This design comes from an exercise in tuning for small area, a short achievable clock period and few clock cycles on the open sky130 flow, not from production work.
In this exercise RTL edits were held to simulation tests only and were not proved equivalent to the original.
No activity file was given, so power comes from the tool's default toggle rates.

==> inputs of run D <==
==> flow/design.v (excerpt) <==
module palette_pixel_unpacker #(
  parameter int PALETTE_DEPTH = 64
) (
  input  logic              clk,
  input  logic              rst_n,
  input  logic              cfg_we,
  input  logic [2:0]        cfg_index,
  input  logic [ppu_pkg::CFG_DW-1:0] cfg_data,
  input  logic              in_valid,
  output logic              in_ready,
  input  logic              in_mode,
  input  logic [7:0]        in_data_byte,
  input  logic [7:0]        in_palette_index,
  input  logic [31:0]       in_palette_color,
  output logic              out_valid,
  input  logic              out_ready,
  output logic [31:0]       out_pixel_value,
  output logic [ppu_pkg::ADDRESS_BITS-1:0] out_pixel_address,
  output logic              out_last_of_run,
  output logic              out_end_of_image
);
Settings: LEC_CHECK=0, ABC_AREA=1, ABC_CLOCK_PERIOD_IN_PS=3000, CAP_MARGIN=20, CORE_MARGIN=2, CORE_UTILIZATION=55, PLACE_DENSITY=0.65, SETUP_SLACK_MARGIN=2.9, SLEW_MARGIN=20, SYNTH_MEMORY_MAX_BITS=16384; clock period 5.5 ns.
standard.sh (not shown) runs the stock make flow with config.mk's settings and CLKGATE_MAP_FILE= SYNTH_SCRIPT=/design/flow/synth_recipe.tcl, a recipe that flattens the netlist after the stock synthesis.
==> flow/flow/run.sh <==
#!/bin/bash
# Layout: the standard flow (standard.sh, unchanged synthesis, floorplan,
# power grid and tap cells) with two changes made through ORFS variables:
#  - every input and output port still gets a buffer, but a buf_4 instead of
#    the default (a slow delay cell);
#  - clock tree: sink clusters of up to 25 sinks within 80 um, no dummy loads.
# ORFS writes each step's full log under orfs/logs; make's own output goes to
# standard.log.
set -euo pipefail
bash standard.sh \
  'BUFFER_PORTS_ARGS=-buffer_cell sky130_fd_sc_hd__buf_4' \
  'CTS_ARGS=-sink_clustering_enable -repair_clock_nets -dont_use_dummy_load -sink_clustering_size 25 -sink_clustering_max_diameter 80' \
  finish > standard.log 2>&1
==> inputs of run X, as changes to run D <==
--- a/flow/design.v
+++ b/flow/design.v
@@ -59,24 +59,26 @@
   logic [K-1:0]      r1_oh;      
   logic        in_ready_r;
   logic        h_vld, h_pw;
   logic [5:0]  h_idx;
   logic [31:0] h_dat;
   logic          wb_vld, wb_land;
+  logic          wb_act;     
   logic [5:0]    wb_idx;
   logic [31:0]   wb_dat;
   logic [NR-1:0] wb_ring, wb_keep;    
   logic [1:0]  phase_r;
   logic        dcomp;        
   logic [23:0] partial_r;
   logic          u_vld, u_byp, u_zero, u_last;
   logic [2:0]    u_cnt;
   logic [5:0]    u_idx;
   logic [6:0]    u_rest;
   logic [NR-1:0] u_ring;     
-  logic [K-1:0]  u_place;    
+  localparam int NQ = 4;
+  logic [NQ-1:0][K-1:0] u_pq;
   logic [9:0]    col_r, row_r;
   logic [AW-1:0] base_r;
   logic          col_end, row_end;
   logic          wl0_r, hl0_r;   
   logic          o_vld, o_last, o_eoi;
   logic [31:0]   o_pix;
@@ -89,13 +91,13 @@
   assign wb_free = !wb_vld || wb_land;
   assign o_take  = !o_vld || out_ready;
   assign u_issue = u_vld && o_take;
   assign u_free  = !u_vld || (u_last && o_take);
   assign in_acc  = in_valid && in_ready_r;
   assign in_item = in_acc && (in_mode ? (in_palette_index[7:6] == 2'b00) : (fidx || fdir));
-  assign h_go    = h_vld && (h_pw ? (u_free && wb_free) :
+  assign h_go    = h_vld && (h_pw ? wb_free :
                              (fidx ? u_free : (!dcomp || o_take)));
   assign i_go    = in_item && !in_mode && (!h_vld || (h_pw && h_go)) &&
                    (fidx ? u_free : (!dcomp || o_take));
   assign h_load  = in_item && !i_go;
   assign h_to_wb = h_vld && h_pw && h_go;
   assign e_vld   = (h_vld && !h_pw && h_go) || i_go;
@@ -108,38 +110,42 @@
   assign wb_vld_nx = h_to_wb || (wb_vld && !wb_land);
   assign wb_idx_nx = h_to_wb ? h_idx : wb_idx;
   assign u_vld_nx  = (e_vld && fidx) || (u_vld && !(u_issue && u_last));
   logic land_nx, land_h, land_w;
   logic [KB-1:0] rot2;
   assign rot2    = KB'(rot_r + KB'(2));
-  assign land_h  = (h_idx[KB-1:0] == rot2);
-  assign land_w  = wb_vld && !wb_land && (wb_idx[KB-1:0] == rot2);
+  logic act_nx;
+  assign act_nx  = h_to_wb ? u_free : (wb_act || u_free);
+  assign land_h  = u_free && (h_idx[KB-1:0] == rot2);
+  assign land_w  = wb_vld && !wb_land && (wb_act || u_free) && (wb_idx[KB-1:0] == rot2);
   assign land_nx = h_to_wb ? land_h : land_w;
   always_ff @(posedge clk) begin
     if (!rst_n) begin
       in_ready_r <= 1'b1;
       h_vld      <= 1'b0;
       wb_vld     <= 1'b0;
+      wb_act     <= 1'b0;
       wb_land    <= 1'b0;
       wb_ring    <= '0;
       wb_keep    <= '1;
       rot_r      <= '0;
       r1_oh      <= K'(2);
     end else begin
       h_vld      <= h_vld_nx;
       wb_vld     <= wb_vld_nx;
+      wb_act     <= act_nx;
       wb_land    <= land_nx;
       for (int m = 0; m < NR; m++) begin
         wb_ring[m] <= h_to_wb ? (land_h && (h_idx[5:KB] == (6-KB)'(m)))
                               : (land_w && (wb_idx[5:KB] == (6-KB)'(m)));
         wb_keep[m] <= h_to_wb ? !(land_h && (h_idx[5:KB] == (6-KB)'(m)))
                               : !(land_w && (wb_idx[5:KB] == (6-KB)'(m)));
       end
       rot_r      <= rot_r + KB'(1);
       r1_oh      <= {r1_oh[K-2:0], r1_oh[K-1]};
-      in_ready_r <= !h_vld_nx || (!u_vld_nx && (h_pw_nx ? (!wb_vld_nx || land_nx) : fidx));
+      in_ready_r <= !h_vld_nx || (h_pw_nx ? (!wb_vld_nx || land_nx) : (fidx && !u_vld_nx));
     end
   end
   always_ff @(posedge clk) begin
     if (h_load) begin
       h_pw  <= in_mode;
       h_idx <= in_palette_index[5:0];
@@ -223,36 +229,49 @@
     end
   end
   logic          u_ld, u_adv, zero_ld, zero_nx, byp_nx;
   logic [5:0]    idx_ld, idx_sh, idx_nx;
   logic [K-1:0]  jd_ld, jd_sh;
   logic [NR-1:0] rg_ld, rg_sh, rg_hold;
-  logic [K-1:0]  po_ld, po_sh, po_hold;
+  logic [K-1:0]  po_ld, po_sh, po_hold, place_nx;
+  logic [NQ-1:0] qd_ld, qd_sh, qd_hold, quarter_nx;
   assign u_ld    = e_vld && fidx;
   assign u_adv   = u_issue && !u_last;
   assign idx_ld  = f1 ? {5'b0, e_byte[7]} : (f4 ? {2'b0, e_byte[7:4]} : e_byte[5:0]);
   assign idx_sh  = f1 ? {5'b0, u_rest[6]} : {2'b0, u_rest[6:3]};
   assign zero_ld = f8 && (e_byte[7:6] != 2'b00);
   assign idx_nx  = u_ld ? idx_ld : (u_adv ? idx_sh : u_idx);
   assign zero_nx = u_ld ? zero_ld : (!u_adv && u_zero);
   logic wkeep, byp_l, byp_s, byp_u;
   assign wkeep  = wb_vld && !wb_land;
   assign byp_l  = h_to_wb ? (idx_ld == h_idx) : (wkeep && (idx_ld == wb_idx));
-  assign byp_s  = h_to_wb ? (idx_sh == h_idx) : (wkeep && (idx_sh == wb_idx));
-  assign byp_u  = h_to_wb ? (u_idx  == h_idx) : (wkeep && (u_idx  == wb_idx));
+  assign byp_s  = !h_to_wb && wkeep && wb_act && (idx_sh == wb_idx);
+  assign byp_u  = !h_to_wb && wkeep && wb_act && (u_idx  == wb_idx);
   assign byp_nx = u_ld ? (!zero_ld && byp_l) : (u_adv ? byp_s : (!u_zero && byp_u));
   assign jd_ld   = f1 ? (e_byte[7] ? K'(2) : K'(1)) :
                    (f4 ? (K'(1) << e_byte[6:4]) : (K'(1) << e_byte[2:0]));
   assign jd_sh   = f1 ? (u_rest[6] ? K'(2) : K'(1)) : (K'(1) << u_rest[5:3]);
+  logic [K-1:0] u_place;
+  always_comb begin
+    u_place = '0;
+    for (int q = 0; q < NQ; q++) u_place = u_place | u_pq[q];
+  end
   assign po_hold = {u_place[K-2:0], u_place[K-1]};
+  assign place_nx = u_ld ? po_ld : (u_adv ? po_sh : po_hold);
+  assign quarter_nx = u_ld ? qd_ld : (u_adv ? qd_sh : qd_hold);
   always_comb begin
     for (int m = 0; m < NR; m++) begin
       rg_ld[m] = !zero_ld && (idx_ld[5:KB] == (6-KB)'(m));
       rg_sh[m] = (idx_sh[5:KB] == (6-KB)'(m));
       rg_hold[m] = !u_zero && (u_idx[5:KB] == (6-KB)'(m));
     end
+    for (int q = 0; q < NQ; q++) begin
+      qd_ld[q]   = (idx_ld[5:4] == 2'(q));
+      qd_sh[q]   = (idx_sh[5:4] == 2'(q));
+      qd_hold[q] = (u_idx[5:4] == 2'(q));
+    end
     po_ld = '0;
     po_sh = '0;
     for (int p = 0; p < K; p++) begin
       for (int k = 0; k < K; k++) begin
         po_ld[p] = po_ld[p] | (r1_oh[k] & jd_ld[(k - p) & (K - 1)]);
         po_sh[p] = po_sh[p] | (r1_oh[k] & jd_sh[(k - p) & (K - 1)]);
@@ -268,13 +287,15 @@
   end
   always_ff @(posedge clk) begin
     u_idx   <= idx_nx;
     u_zero  <= zero_nx;
     u_byp   <= fidx && byp_nx;
     u_ring  <= {NR{fidx && !byp_nx}} & (u_ld ? rg_ld : (u_adv ? rg_sh : rg_hold));
-    u_place <= u_ld ? po_ld : (u_adv ? po_sh : po_hold);
+    for (int q = 0; q < NQ; q++) begin
+      u_pq[q] <= {K{quarter_nx[q]}} & place_nx;
+    end
     if (u_ld) begin
       u_last <= f8;
       u_cnt  <= f1 ? 3'd7 : (f4 ? 3'd1 : 3'd0);
       u_rest <= f1 ? e_byte[6:0] : {e_byte[3:0], 3'b000};
     end else if (u_issue) begin
       u_last <= (u_cnt == 3'd1);
@@ -285,13 +306,13 @@
   logic [31:0] pal_rd;
   logic [NR-1:0][31:0] ring_rd;
   always_comb begin
     for (int m = 0; m < NR; m++) begin
       ring_rd[m] = '0;
       for (int p = 0; p < K; p++) begin
-        ring_rd[m] = ring_rd[m] | ({32{u_place[p]}} & pal[m*K+p]);
+        ring_rd[m] = ring_rd[m] | ({32{u_pq[m / (NR / NQ)][p]}} & pal[m*K+p]);
       end
     end
     pal_rd = {32{u_byp}} & wb_dat;
     for (int m = 0; m < NR; m++) begin
       pal_rd = pal_rd | ({32{u_ring[m]}} & ring_rd[m]);
     end
@@ -342,16 +363,18 @@
         o_vld <= 1'b0;
       end
       if (cfg_w) col_end <= cfg_spec ? (&col_r) : ({1'b0, col_r} + 11'd1 >= cfg_data);
       if (cfg_h) row_end <= cfg_spec ? (&row_r) : ({1'b0, row_r} + 11'd1 >= cfg_data);
     end
   end
+  logic [AW-1:0] addr_nx;
+  assign addr_nx = base_r + AW'(col_r);
   always_ff @(posedge clk) begin
-    o_addr <= ({AW{o_load}} & (base_r + AW'(col_r))) | ({AW{!o_load}} & o_addr);
-    o_last <= (o_load & (!u_issue | u_last)) | (!o_load & o_last);
-    o_eoi  <= (o_load & col_end & row_end) | (!o_load & o_eoi);
+    o_addr <= ({AW{u_issue}} & addr_nx) | ({AW{dload}} & addr_nx) | ({AW{s_h}} & o_addr);
+    o_last <= (u_issue & u_last) | dload | (s_h & o_last);
+    o_eoi  <= (u_issue & col_end & row_end) | (dload & col_end & row_end) | (s_h & o_eoi);
   end
   assign in_ready          = in_ready_r;
   assign out_valid         = o_vld;
   assign out_pixel_value   = o_pix;
   assign out_pixel_address = o_addr;
   assign out_last_of_run   = o_last;
SETUP_SLACK_MARGIN = 3.0   (was 2.9)
==> summary of the runs <==
Of run D and run X, run D has the higher hold slack (gap 25 ps). In run X the via count is higher than in run D, by about 0.8%. Between run X and run D, the lower cell count is in run D (gap 1.4%, measured against run D). Between run X and run D, the lower combinational power is in run X (gap 42%, measured against run D).
Testbench counts of run D, summed over its fixed seeds: cycles 10,549.
Testbench counts of run X, summed over its fixed seeds: cycles 10,521.

==> build 7: inputs <==
palette_pixel_unpacker, a different RTL version from the one above (not shown whole).
Settings: LEC_CHECK=0, ABC_AREA=1, ABC_CLOCK_PERIOD_IN_PS=3000, CAP_MARGIN=20, CORE_MARGIN=2, CORE_UTILIZATION=55, PLACE_DENSITY=0.65, SETUP_SLACK_MARGIN=3.2, SLEW_MARGIN=20, SYNTH_MEMORY_MAX_BITS=16384; clock period 5.5 ns.
Scripts as last shown in full above: flow/flow/run.sh
==> trial 93 (differences from build 7) <==
--- a/flow/design.v
+++ b/flow/design.v
@@ -48,40 +48,38 @@
 );
   localparam int AW = ppu_pkg::ADDRESS_BITS;
   localparam int K  = 8;           
   localparam int KB = 3;
   localparam int NR = 64 / K;      
   logic        f1, f4, f8, f24, f32, fidx, fdir;    
   logic        abgr_r;
   logic [10:0] stride_r;
-  logic [9:0]  wlm1_r, hlm1_r;   
+  logic [9:0]  wl_r, hl_r;       
   logic [63:0][31:0] pal;
   logic [KB-1:0]     rot_r;
   logic [K-1:0]      r1_oh;      
   logic        in_ready_r;
   logic        h_vld, h_pw;
   logic [5:0]  h_idx;
   logic [31:0] h_dat;
   logic          wb_vld, wb_land;
-  logic          wb_act;     
   logic [5:0]    wb_idx;
   logic [31:0]   wb_dat;
-  logic [NR-1:0] wb_ring, wb_keep;    
+  logic [NR-1:0] wb_ring;
   logic [1:0]  phase_r;
   logic        dcomp;        
   logic [23:0] partial_r;
   logic          u_vld, u_byp, u_zero, u_last;
   logic [2:0]    u_cnt;
   logic [5:0]    u_idx;
   logic [6:0]    u_rest;
   logic [NR-1:0] u_ring;     
   logic [K-1:0]  u_place;    
   logic [9:0]    col_r, row_r;
-  logic [10:0]   colp1_r, rowp1_r;    
   logic [AW-1:0] base_r;
   logic          col_end, row_end;
   logic          wl0_r, hl0_r;   
   logic          o_vld, o_last, o_eoi;
   logic [31:0]   o_pix;
   logic [AW-1:0] o_addr;
   logic o_take, u_issue, u_free, dload, o_load;
   logic in_acc, in_item, h_go, i_go, h_load, e_vld, h_to_wb, wb_free;
@@ -89,69 +87,58 @@
   logic u_vld_nx, h_vld_nx, h_pw_nx, wb_vld_nx;
   logic [5:0] h_idx_nx, wb_idx_nx;
   assign wb_free = !wb_vld || wb_land;
   assign o_take  = !o_vld || out_ready;
   assign u_issue = u_vld && o_take;
   assign u_free  = !u_vld || (u_last && o_take);
   assign in_acc  = in_valid && in_ready_r;
   assign in_item = in_acc && (in_mode ? (in_palette_index[7:6] == 2'b00) : (fidx || fdir));
-  assign h_go    = h_vld && (h_pw ? wb_free :
+  assign h_go    = h_vld && (h_pw ? (u_free && wb_free) :
                              (fidx ? u_free : (!dcomp || o_take)));
   assign i_go    = in_item && !in_mode && (!h_vld || (h_pw && h_go)) &&
                    (fidx ? u_free : (!dcomp || o_take));
   assign h_load  = in_item && !i_go;
   assign h_to_wb = h_vld && h_pw && h_go;
   assign e_vld   = (h_vld && !h_pw && h_go) || i_go;
   assign e_byte  = (h_vld && !h_pw) ? h_dat[7:0] : in_data_byte;
-  logic dl_pre;
-  assign dl_pre  = fdir && dcomp &&
-                   ((h_vld && !h_pw) ||
-                    (in_item && !in_mode && (!h_vld || (h_pw && wb_free))));
-  assign dload   = o_take && dl_pre;
-  assign o_load  = o_take && (u_vld || dl_pre);
+  assign dload   = e_vld && fdir && dcomp;
+  assign o_load  = u_issue || dload;
   assign h_vld_nx  = h_load || (h_vld && !h_go);
   assign h_pw_nx   = h_load ? in_mode : h_pw;
   assign h_idx_nx  = h_load ? in_palette_index[5:0] : h_idx;
   assign wb_vld_nx = h_to_wb || (wb_vld && !wb_land);
   assign wb_idx_nx = h_to_wb ? h_idx : wb_idx;
   assign u_vld_nx  = (e_vld && fidx) || (u_vld && !(u_issue && u_last));
   logic land_nx, land_h, land_w;
   logic [KB-1:0] rot2;
   assign rot2    = KB'(rot_r + KB'(2));
-  logic act_nx;
-  assign act_nx  = h_to_wb ? u_free : (wb_act || u_free);
-  assign land_h  = u_free && (h_idx[KB-1:0] == rot2);
-  assign land_w  = wb_vld && !wb_land && (wb_act || u_free) && (wb_idx[KB-1:0] == rot2);
+  assign land_h  = (h_idx[KB-1:0] == rot2);
+  assign land_w  = wb_vld && !wb_land && (wb_idx[KB-1:0] == rot2);
   assign land_nx = h_to_wb ? land_h : land_w;
   always_ff @(posedge clk) begin
     if (!rst_n) begin
       in_ready_r <= 1'b1;
       h_vld      <= 1'b0;
       wb_vld     <= 1'b0;
-      wb_act     <= 1'b0;
       wb_land    <= 1'b0;
       wb_ring    <= '0;
-      wb_keep    <= '1;
       rot_r      <= '0;
       r1_oh      <= K'(2);
     end else begin
       h_vld      <= h_vld_nx;
       wb_vld     <= wb_vld_nx;
-      wb_act     <= act_nx;
       wb_land    <= land_nx;
       for (int m = 0; m < NR; m++) begin
         wb_ring[m] <= h_to_wb ? (land_h && (h_idx[5:KB] == (6-KB)'(m)))
                               : (land_w && (wb_idx[5:KB] == (6-KB)'(m)));
-        wb_keep[m] <= h_to_wb ? !(land_h && (h_idx[5:KB] == (6-KB)'(m)))
-                              : !(land_w && (wb_idx[5:KB] == (6-KB)'(m)));
       end
       rot_r      <= rot_r + KB'(1);
       r1_oh      <= {r1_oh[K-2:0], r1_oh[K-1]};
-      in_ready_r <= !h_vld_nx || (h_pw_nx ? (!wb_vld_nx || land_nx) : (fidx && !u_vld_nx));
+      in_ready_r <= !h_vld_nx || (!u_vld_nx && (h_pw_nx ? (!wb_vld_nx || land_nx) : fidx));
     end
   end
   always_ff @(posedge clk) begin
     if (h_load) begin
       h_pw  <= in_mode;
       h_idx <= in_palette_index[5:0];
       h_dat <= in_mode ? in_palette_color : {24'h0, in_data_byte};
     end
@@ -160,17 +147,17 @@
     if (h_to_wb) begin
       wb_idx <= h_idx;
       wb_dat <= h_dat;
     end
   end
   always_ff @(posedge clk) begin
     for (int m = 0; m < NR; m++) begin
       for (int p = 1; p < K; p++) pal[m*K+p] <= pal[m*K+p-1];
-      pal[m*K] <= ({32{wb_ring[m]}} & wb_dat) | ({32{wb_keep[m]}} & pal[m*K+K-1]);
+      pal[m*K] <= wb_ring[m] ? wb_dat : pal[m*K+K-1];
     end
   end
   function automatic logic [9:0] last_index(input logic [10:0] v);
     last_index = ((v == '0) || (v > ppu_pkg::DIM_MAX)) ? 10'd1023 : 10'(v - 11'd1);
   endfunction
   logic [9:0] cfg_li;
   logic       cfg_fmt, cfg_w, cfg_h;
   assign cfg_li  = last_index(cfg_data);
@@ -184,18 +171,18 @@
       f1       <= 1'b0;
       f4       <= 1'b0;
       f8       <= 1'b1;
       f24      <= 1'b0;
       f32      <= 1'b0;
       fidx     <= 1'b1;
       fdir     <= 1'b0;
       abgr_r   <= 1'b0;
-      wlm1_r   <= 10'(ppu_pkg::WIDTH_RST - 11'd2);
-      hlm1_r   <= 10'(ppu_pkg::HEIGHT_RST - 11'd2);
+      wl_r     <= 10'(ppu_pkg::WIDTH_RST - 11'd1);
+      hl_r     <= 10'(ppu_pkg::HEIGHT_RST - 11'd1);
       wl0_r    <= 1'b0;
       hl0_r    <= 1'b0;
       stride_r <= ppu_pkg::STRIDE_RST;
       phase_r  <= '0;
       dcomp    <= 1'b0;
     end else begin
       if (cfg_fmt) begin
         f1      <= (cfg_data[2:0] == ppu_pkg::FMT_1BPP);
@@ -208,22 +195,22 @@
         phase_r <= '0;
         dcomp   <= 1'b0;
       end else if (e_vld && fdir) begin
         phase_r <= dcomp ? 2'd0 : phase_r + 2'd1;
         dcomp   <= !dcomp && (f24 ? (phase_r == 2'd1) : (phase_r == 2'd2));
       end
       if (cfg_we && (cfg_index == 3'd1)) abgr_r <= cfg_data[0];
       if (cfg_w) begin
-        wlm1_r <= cfg_spec ? 10'd1022 : 10'(cfg_data - 11'd2);
-        wl0_r  <= (cfg_li == '0);
+        wl_r  <= cfg_li;
+        wl0_r <= (cfg_li == '0);
       end
       if (cfg_h) begin
-        hlm1_r <= cfg_spec ? 10'd1022 : 10'(cfg_data - 11'd2);
-        hl0_r  <= (cfg_li == '0);
+        hl_r  <= cfg_li;
+        hl0_r <= (cfg_li == '0);
       end
       if (cfg_we && (cfg_index == 3'd4)) stride_r <= cfg_data;
     end
   end
   always_ff @(posedge clk) begin
     if (e_vld && fdir && !dcomp) begin
       case (phase_r)
         2'd0:    partial_r[23:16] <= e_byte;
@@ -242,18 +229,18 @@
   assign idx_ld  = f1 ? {5'b0, e_byte[7]} : (f4 ? {2'b0, e_byte[7:4]} : e_byte[5:0]);
   assign idx_sh  = f1 ? {5'b0, u_rest[6]} : {2'b0, u_rest[6:3]};
   assign zero_ld = f8 && (e_byte[7:6] != 2'b00);
   assign idx_nx  = u_ld ? idx_ld : (u_adv ? idx_sh : u_idx);
   assign zero_nx = u_ld ? zero_ld : (!u_adv && u_zero);
   logic wkeep, byp_l, byp_s, byp_u;
   assign wkeep  = wb_vld && !wb_land;
   assign byp_l  = h_to_wb ? (idx_ld == h_idx) : (wkeep && (idx_ld == wb_idx));
-  assign byp_s  = !h_to_wb && wkeep && wb_act && (idx_sh == wb_idx);
-  assign byp_u  = !h_to_wb && wkeep && wb_act && (u_idx  == wb_idx);
+  assign byp_s  = h_to_wb ? (idx_sh == h_idx) : (wkeep && (idx_sh == wb_idx));
+  assign byp_u  = h_to_wb ? (u_idx  == h_idx) : (wkeep && (u_idx  == wb_idx));
   assign byp_nx = u_ld ? (!zero_ld && byp_l) : (u_adv ? byp_s : (!u_zero && byp_u));
   assign jd_ld   = f1 ? (e_byte[7] ? K'(2) : K'(1)) :
                    (f4 ? (K'(1) << e_byte[6:4]) : (K'(1) << e_byte[2:0]));
   assign jd_sh   = f1 ? (u_rest[6] ? K'(2) : K'(1)) : (K'(1) << u_rest[5:3]);
   assign po_hold = {u_place[K-2:0], u_place[K-1]};
   always_comb begin
     for (int m = 0; m < NR; m++) begin
       rg_ld[m] = !zero_ld && (idx_ld[5:KB] == (6-KB)'(m));
@@ -305,73 +292,65 @@
     for (int m = 0; m < NR; m++) begin
       pal_rd = pal_rd | ({32{u_ring[m]}} & ring_rd[m]);
     end
   end
   logic [31:0] dval, pix_nx;
   assign dval = ppu_pkg::order_color(f24 ? {8'hff, partial_r[23:8], e_byte} : {e_byte, partial_r},
                                      abgr_r);
   logic s_u, s_us, s_d, s_h;
-  assign s_u  = o_take && (u_vld && !abgr_r);
-  assign s_us = o_take && (u_vld && abgr_r);
-  assign s_d  = o_take && dl_pre;
-  assign s_h  = !o_take || !(u_vld || dl_pre);
+  assign s_u  = u_issue && !abgr_r;
+  assign s_us = u_issue && abgr_r;
+  assign s_d  = dload;
+  assign s_h  = !o_load;
   assign pix_nx = ({32{s_u}}  & pal_rd) |
                   ({32{s_us}} & {pal_rd[31:24], pal_rd[7:0], pal_rd[15:8], pal_rd[23:16]}) |
                   ({32{s_d}}  & dval) |
                   ({32{s_h}}  & o_pix);
   always_ff @(posedge clk) begin
     o_pix <= pix_nx;
   end
   always_ff @(posedge clk) begin
     if (!rst_n) begin
       col_r   <= '0;
       row_r   <= '0;
-      colp1_r <= 11'd1;
-      rowp1_r <= 11'd1;
       base_r  <= '0;
       col_end <= 1'b0;
       row_end <= 1'b0;
       o_vld   <= 1'b0;
     end else begin
       if (o_load) begin
         o_vld <= 1'b1;
         if (col_end) begin
           col_r   <= '0;
-          colp1_r <= 11'd1;
           col_end <= wl0_r;
           if (row_end) begin
             row_r   <= '0;
-            rowp1_r <= 11'd1;
             row_end <= hl0_r;
             base_r  <= '0;
           end else begin
-            row_r   <= rowp1_r[9:0];
-            rowp1_r <= rowp1_r + 11'd1;
-            row_end <= (row_r == hlm1_r);
+            row_r   <= row_r + 10'd1;
+            row_end <= (row_r + 10'd1 == hl_r);
             base_r  <= base_r + AW'(stride_r);
           end
         end else begin
-          col_r   <= colp1_r[9:0];
-          colp1_r <= colp1_r + 11'd1;
-          col_end <= (col_r == wlm1_r);
+          col_r   <= col_r + 10'd1;
+          col_end <= (col_r + 10'd1 == wl_r);
         end
       end else if (out_ready) begin
         o_vld <= 1'b0;
       end
-      if (cfg_w) col_end <= cfg_spec ? (&col_r) : (colp1_r >= cfg_data);
-      if (cfg_h) row_end <= cfg_spec ? (&row_r) : (rowp1_r >= cfg_data);
+      if (cfg_w) col_end <= cfg_spec ? (&col_r) : ({1'b0, col_r} + 11'd1 >= cfg_data);
+      if (cfg_h) row_end <= cfg_spec ? (&row_r) : ({1'b0, row_r} + 11'd1 >= cfg_data);
     end
   end
-  logic [AW-1:0] addr_nx;
-  assign addr_nx = base_r + AW'(col_r);
   always_ff @(posedge clk) begin
-    o_addr <= ({AW{u_issue}} & addr_nx) | ({AW{dload}} & addr_nx) | ({AW{s_h}} & o_addr);
-    o_last <= (u_issue & u_last) | dload | (s_h & o_last);
-    o_eoi  <= (u_issue & col_end & row_end) | (dload & col_end & row_end) | (s_h & o_eoi);
+    o_addr <= ({AW{o_load}} & (base_r + AW'(col_r))) | ({AW{!o_load}} & o_addr);
+    o_last <= (o_load && (!u_issue || u_last)) || (!o_load && o_last);
+    o_eoi  <= (o_load && col_end && row_end) || (!o_load && o_eoi);
   end
   assign in_ready          = in_ready_r;
   assign out_valid         = o_vld;
   assign out_pixel_value   = o_pix;
   assign out_pixel_address = o_addr;
   assign out_last_of_run   = o_last;
   assign out_end_of_image  = o_eoi;
 endmodule
==> flow/flow/run.sh (replaced) <==
#!/bin/bash
# Layout: the standard flow (standard.sh, unchanged synthesis, floorplan,
# power grid and tap cells) with two changes made through ORFS variables:
#  - every input and output port still gets a buffer, but a buf_4 instead of
#    the default (a slow delay cell);
#  - clock tree: sink clusters of up to 30 sinks within 80 um, no dummy loads.
# ORFS writes each step's full log under orfs/logs; make's own output goes to
# standard.log.
set -euo pipefail
bash standard.sh \
  'BUFFER_PORTS_ARGS=-buffer_cell sky130_fd_sc_hd__buf_4' \
  'CTS_ARGS=-sink_clustering_enable -repair_clock_nets -dont_use_dummy_load -sink_clustering_size 30 -sink_clustering_max_diameter 80' \
  finish > standard.log 2>&1
Settings changed: ABC_AREA 1 to not set, SETUP_SLACK_MARGIN 3.2 to 3.1.
==> build 98 (differences from build 7) <==
--- a/flow/design.v
+++ b/flow/design.v
@@ -48,17 +48,17 @@
 );
   localparam int AW = ppu_pkg::ADDRESS_BITS;
   localparam int K  = 8;           
   localparam int KB = 3;
   localparam int NR = 64 / K;      
   logic        f1, f4, f8, f24, f32, fidx, fdir;    
   logic        abgr_r;
   logic [10:0] stride_r;
-  logic [9:0]  wlm1_r, hlm1_r;   
+  logic [9:0]  wl_r, hl_r;       
   logic [63:0][31:0] pal;
   logic [KB-1:0]     rot_r;
   logic [K-1:0]      r1_oh;      
   logic        in_ready_r;
   logic        h_vld, h_pw;
   logic [5:0]  h_idx;
   logic [31:0] h_dat;
   logic          wb_vld, wb_land;
@@ -71,17 +71,16 @@
   logic [23:0] partial_r;
   logic          u_vld, u_byp, u_zero, u_last;
   logic [2:0]    u_cnt;
   logic [5:0]    u_idx;
   logic [6:0]    u_rest;
   logic [NR-1:0] u_ring;     
   logic [K-1:0]  u_place;    
   logic [9:0]    col_r, row_r;
-  logic [10:0]   colp1_r, rowp1_r;    
   logic [AW-1:0] base_r;
   logic          col_end, row_end;
   logic          wl0_r, hl0_r;   
   logic          o_vld, o_last, o_eoi;
   logic [31:0]   o_pix;
   logic [AW-1:0] o_addr;
   logic o_take, u_issue, u_free, dload, o_load;
   logic in_acc, in_item, h_go, i_go, h_load, e_vld, h_to_wb, wb_free;
@@ -97,22 +96,18 @@
   assign h_go    = h_vld && (h_pw ? wb_free :
                              (fidx ? u_free : (!dcomp || o_take)));
   assign i_go    = in_item && !in_mode && (!h_vld || (h_pw && h_go)) &&
                    (fidx ? u_free : (!dcomp || o_take));
   assign h_load  = in_item && !i_go;
   assign h_to_wb = h_vld && h_pw && h_go;
   assign e_vld   = (h_vld && !h_pw && h_go) || i_go;
   assign e_byte  = (h_vld && !h_pw) ? h_dat[7:0] : in_data_byte;
-  logic dl_pre;
-  assign dl_pre  = fdir && dcomp &&
-                   ((h_vld && !h_pw) ||
-                    (in_item && !in_mode && (!h_vld || (h_pw && wb_free))));
-  assign dload   = o_take && dl_pre;
-  assign o_load  = o_take && (u_vld || dl_pre);
+  assign dload   = e_vld && fdir && dcomp;
+  assign o_load  = u_issue || dload;
   assign h_vld_nx  = h_load || (h_vld && !h_go);
   assign h_pw_nx   = h_load ? in_mode : h_pw;
   assign h_idx_nx  = h_load ? in_palette_index[5:0] : h_idx;
   assign wb_vld_nx = h_to_wb || (wb_vld && !wb_land);
   assign wb_idx_nx = h_to_wb ? h_idx : wb_idx;
   assign u_vld_nx  = (e_vld && fidx) || (u_vld && !(u_issue && u_last));
   logic land_nx, land_h, land_w;
   logic [KB-1:0] rot2;
@@ -184,18 +179,18 @@
       f1       <= 1'b0;
       f4       <= 1'b0;
       f8       <= 1'b1;
       f24      <= 1'b0;
       f32      <= 1'b0;
       fidx     <= 1'b1;
       fdir     <= 1'b0;
       abgr_r   <= 1'b0;
-      wlm1_r   <= 10'(ppu_pkg::WIDTH_RST - 11'd2);
-      hlm1_r   <= 10'(ppu_pkg::HEIGHT_RST - 11'd2);
+      wl_r     <= 10'(ppu_pkg::WIDTH_RST - 11'd1);
+      hl_r     <= 10'(ppu_pkg::HEIGHT_RST - 11'd1);
       wl0_r    <= 1'b0;
       hl0_r    <= 1'b0;
       stride_r <= ppu_pkg::STRIDE_RST;
       phase_r  <= '0;
       dcomp    <= 1'b0;
     end else begin
       if (cfg_fmt) begin
         f1      <= (cfg_data[2:0] == ppu_pkg::FMT_1BPP);
@@ -208,22 +203,22 @@
         phase_r <= '0;
         dcomp   <= 1'b0;
       end else if (e_vld && fdir) begin
         phase_r <= dcomp ? 2'd0 : phase_r + 2'd1;
         dcomp   <= !dcomp && (f24 ? (phase_r == 2'd1) : (phase_r == 2'd2));
       end
       if (cfg_we && (cfg_index == 3'd1)) abgr_r <= cfg_data[0];
       if (cfg_w) begin
-        wlm1_r <= cfg_spec ? 10'd1022 : 10'(cfg_data - 11'd2);
-        wl0_r  <= (cfg_li == '0);
+        wl_r  <= cfg_li;
+        wl0_r <= (cfg_li == '0);
       end
       if (cfg_h) begin
-        hlm1_r <= cfg_spec ? 10'd1022 : 10'(cfg_data - 11'd2);
-        hl0_r  <= (cfg_li == '0);
+        hl_r  <= cfg_li;
+        hl0_r <= (cfg_li == '0);
       end
       if (cfg_we && (cfg_index == 3'd4)) stride_r <= cfg_data;
     end
   end
   always_ff @(posedge clk) begin
     if (e_vld && fdir && !dcomp) begin
       case (phase_r)
         2'd0:    partial_r[23:16] <= e_byte;
@@ -305,65 +300,59 @@
     for (int m = 0; m < NR; m++) begin
       pal_rd = pal_rd | ({32{u_ring[m]}} & ring_rd[m]);
     end
   end
   logic [31:0] dval, pix_nx;
   assign dval = ppu_pkg::order_color(f24 ? {8'hff, partial_r[23:8], e_byte} : {e_byte, partial_r},
                                      abgr_r);
   logic s_u, s_us, s_d, s_h;
-  assign s_u  = o_take && (u_vld && !abgr_r);
-  assign s_us = o_take && (u_vld && abgr_r);
-  assign s_d  = o_take && dl_pre;
-  assign s_h  = !o_take || !(u_vld || dl_pre);
+  assign s_u  = u_issue && !abgr_r;
+  assign s_us = u_issue && abgr_r;
+  assign s_d  = dload;
+  assign s_h  = !o_load;
   assign pix_nx = ({32{s_u}}  & pal_rd) |
                   ({32{s_us}} & {pal_rd[31:24], pal_rd[7:0], pal_rd[15:8], pal_rd[23:16]}) |
                   ({32{s_d}}  & dval) |
                   ({32{s_h}}  & o_pix);
   always_ff @(posedge clk) begin
     o_pix <= pix_nx;
   end
   always_ff @(posedge clk) begin
     if (!rst_n) begin
       col_r   <= '0;
       row_r   <= '0;
-      colp1_r <= 11'd1;
-      rowp1_r <= 11'd1;
       base_r  <= '0;
       col_end <= 1'b0;
       row_end <= 1'b0;
       o_vld   <= 1'b0;
     end else begin
       if (o_load) begin
         o_vld <= 1'b1;
         if (col_end) begin
           col_r   <= '0;
-          colp1_r <= 11'd1;
           col_end <= wl0_r;
           if (row_end) begin
             row_r   <= '0;
-            rowp1_r <= 11'd1;
             row_end <= hl0_r;
             base_r  <= '0;
           end else begin
-            row_r   <= rowp1_r[9:0];
-            rowp1_r <= rowp1_r + 11'd1;
-            row_end <= (row_r == hlm1_r);
+            row_r   <= row_r + 10'd1;
+            row_end <= (row_r + 10'd1 == hl_r);
             base_r  <= base_r + AW'(stride_r);
           end
         end else begin
-          col_r   <= colp1_r[9:0];
-          colp1_r <= colp1_r + 11'd1;
-          col_end <= (col_r == wlm1_r);
+          col_r   <= col_r + 10'd1;
+          col_end <= (col_r + 10'd1 == wl_r);
         end
       end else if (out_ready) begin
         o_vld <= 1'b0;
       end
-      if (cfg_w) col_end <= cfg_spec ? (&col_r) : (colp1_r >= cfg_data);
-      if (cfg_h) row_end <= cfg_spec ? (&row_r) : (rowp1_r >= cfg_data);
+      if (cfg_w) col_end <= cfg_spec ? (&col_r) : ({1'b0, col_r} + 11'd1 >= cfg_data);
+      if (cfg_h) row_end <= cfg_spec ? (&row_r) : ({1'b0, row_r} + 11'd1 >= cfg_data);
     end
   end
   logic [AW-1:0] addr_nx;
   assign addr_nx = base_r + AW'(col_r);
   always_ff @(posedge clk) begin
     o_addr <= ({AW{u_issue}} & addr_nx) | ({AW{dload}} & addr_nx) | ({AW{s_h}} & o_addr);
     o_last <= (u_issue & u_last) | dload | (s_h & o_last);
     o_eoi  <= (u_issue & col_end & row_end) | (dload & col_end & row_end) | (s_h & o_eoi);
Settings changed: SETUP_SLACK_MARGIN 3.2 to 3.0.
==> notes <==
Against build 7, the critical path depth of trial 93 is higher by 9.
Between build 7 and trial 93, the lower synthesized cell count is in trial 93 (gap about 40%, measured against trial 93).
Of build 7 and trial 93, build 7 has the higher clock power (gap about 8%, measured against trial 93).
Between build 98 and build 7, the lower combinational power is in build 98 (gap 15%, measured against build 7).
Fmax: trial 93 < build 98 < build 7.
==> figures <==
metric	build 98	trial 93	build 7
Result of the run	finished clean	finished clean	finished clean
Post-Syn Area per Cell	9.50 sq um	12.6 sq um	9.40 sq um
Instance count on the critical path	19	10	1
Cts bufs inserted	107	95	111
Minimum setup slack among reg-to-reg paths	3010 ps	2920 ps	3200 ps
Average wire per standard cell	22.7 um	28.6 um	22.6 um
Fraction of final layout cells sized beyond drive strength 1	0.0599	0.219	0.0766
NumNets Final	7,830	5,993	8,044
Post-layout power	32.6 mW	33.5 mW	34.1 mW
Final area over synthesized area	1.084x	1.162x	1.097x
Drt via density	5.71	6.41	5.72
Testbench counts of build 7, summed over its fixed seeds: cycles 10,521.
Testbench counts of trial 93, summed over its fixed seeds: cycles 10,549.
Testbench counts of build 98, summed over its fixed seeds: cycles 10,521.

separate check: timing with driven ports:
In the flow no input, the clock included, has a driving cell. The finished layouts below were timed again as built, in two steps. Step 1: set_driving_cell puts a clkbuf_16 on clk and a buf_2 on each other input, an assumption about the parent block. Step 2 times the ports against the registers' clock, not the clock port: input delays grow and output delays shrink by t, the midpoint of the rising clock arrivals with the driver on. Slacks: ideal ports / drivers / drivers and shift; pairs: ideal ports / drivers.
run | t, ns | setup WS [ns] | worst setup path at the end | slew at the worst register clock pin (ns)
run D | 0.809 | 2.859 / 2.859 / 2.248 | input to register | 0.10 / 0.10
run X | 0.804 | 3.043 / 2.962 / 2.306 | input to register | 0.10 / 0.10
build 7 | 0.821 | 3.155 / 3.071 / 2.395 | input to register | 0.10 / 0.10
trial 93 | 0.800 | 2.918 / 2.913 / 2.195 | input to register | 0.11 / 0.11
build 98 | 0.811 | 3.009 / 2.949 / 2.394 | input to register | 0.10 / 0.10
After both steps setup and hold are still met in every run listed. For build 7, which loses most, drivers alone change the setup slack by -0.084 ns; drivers and shift together by -0.760 ns.
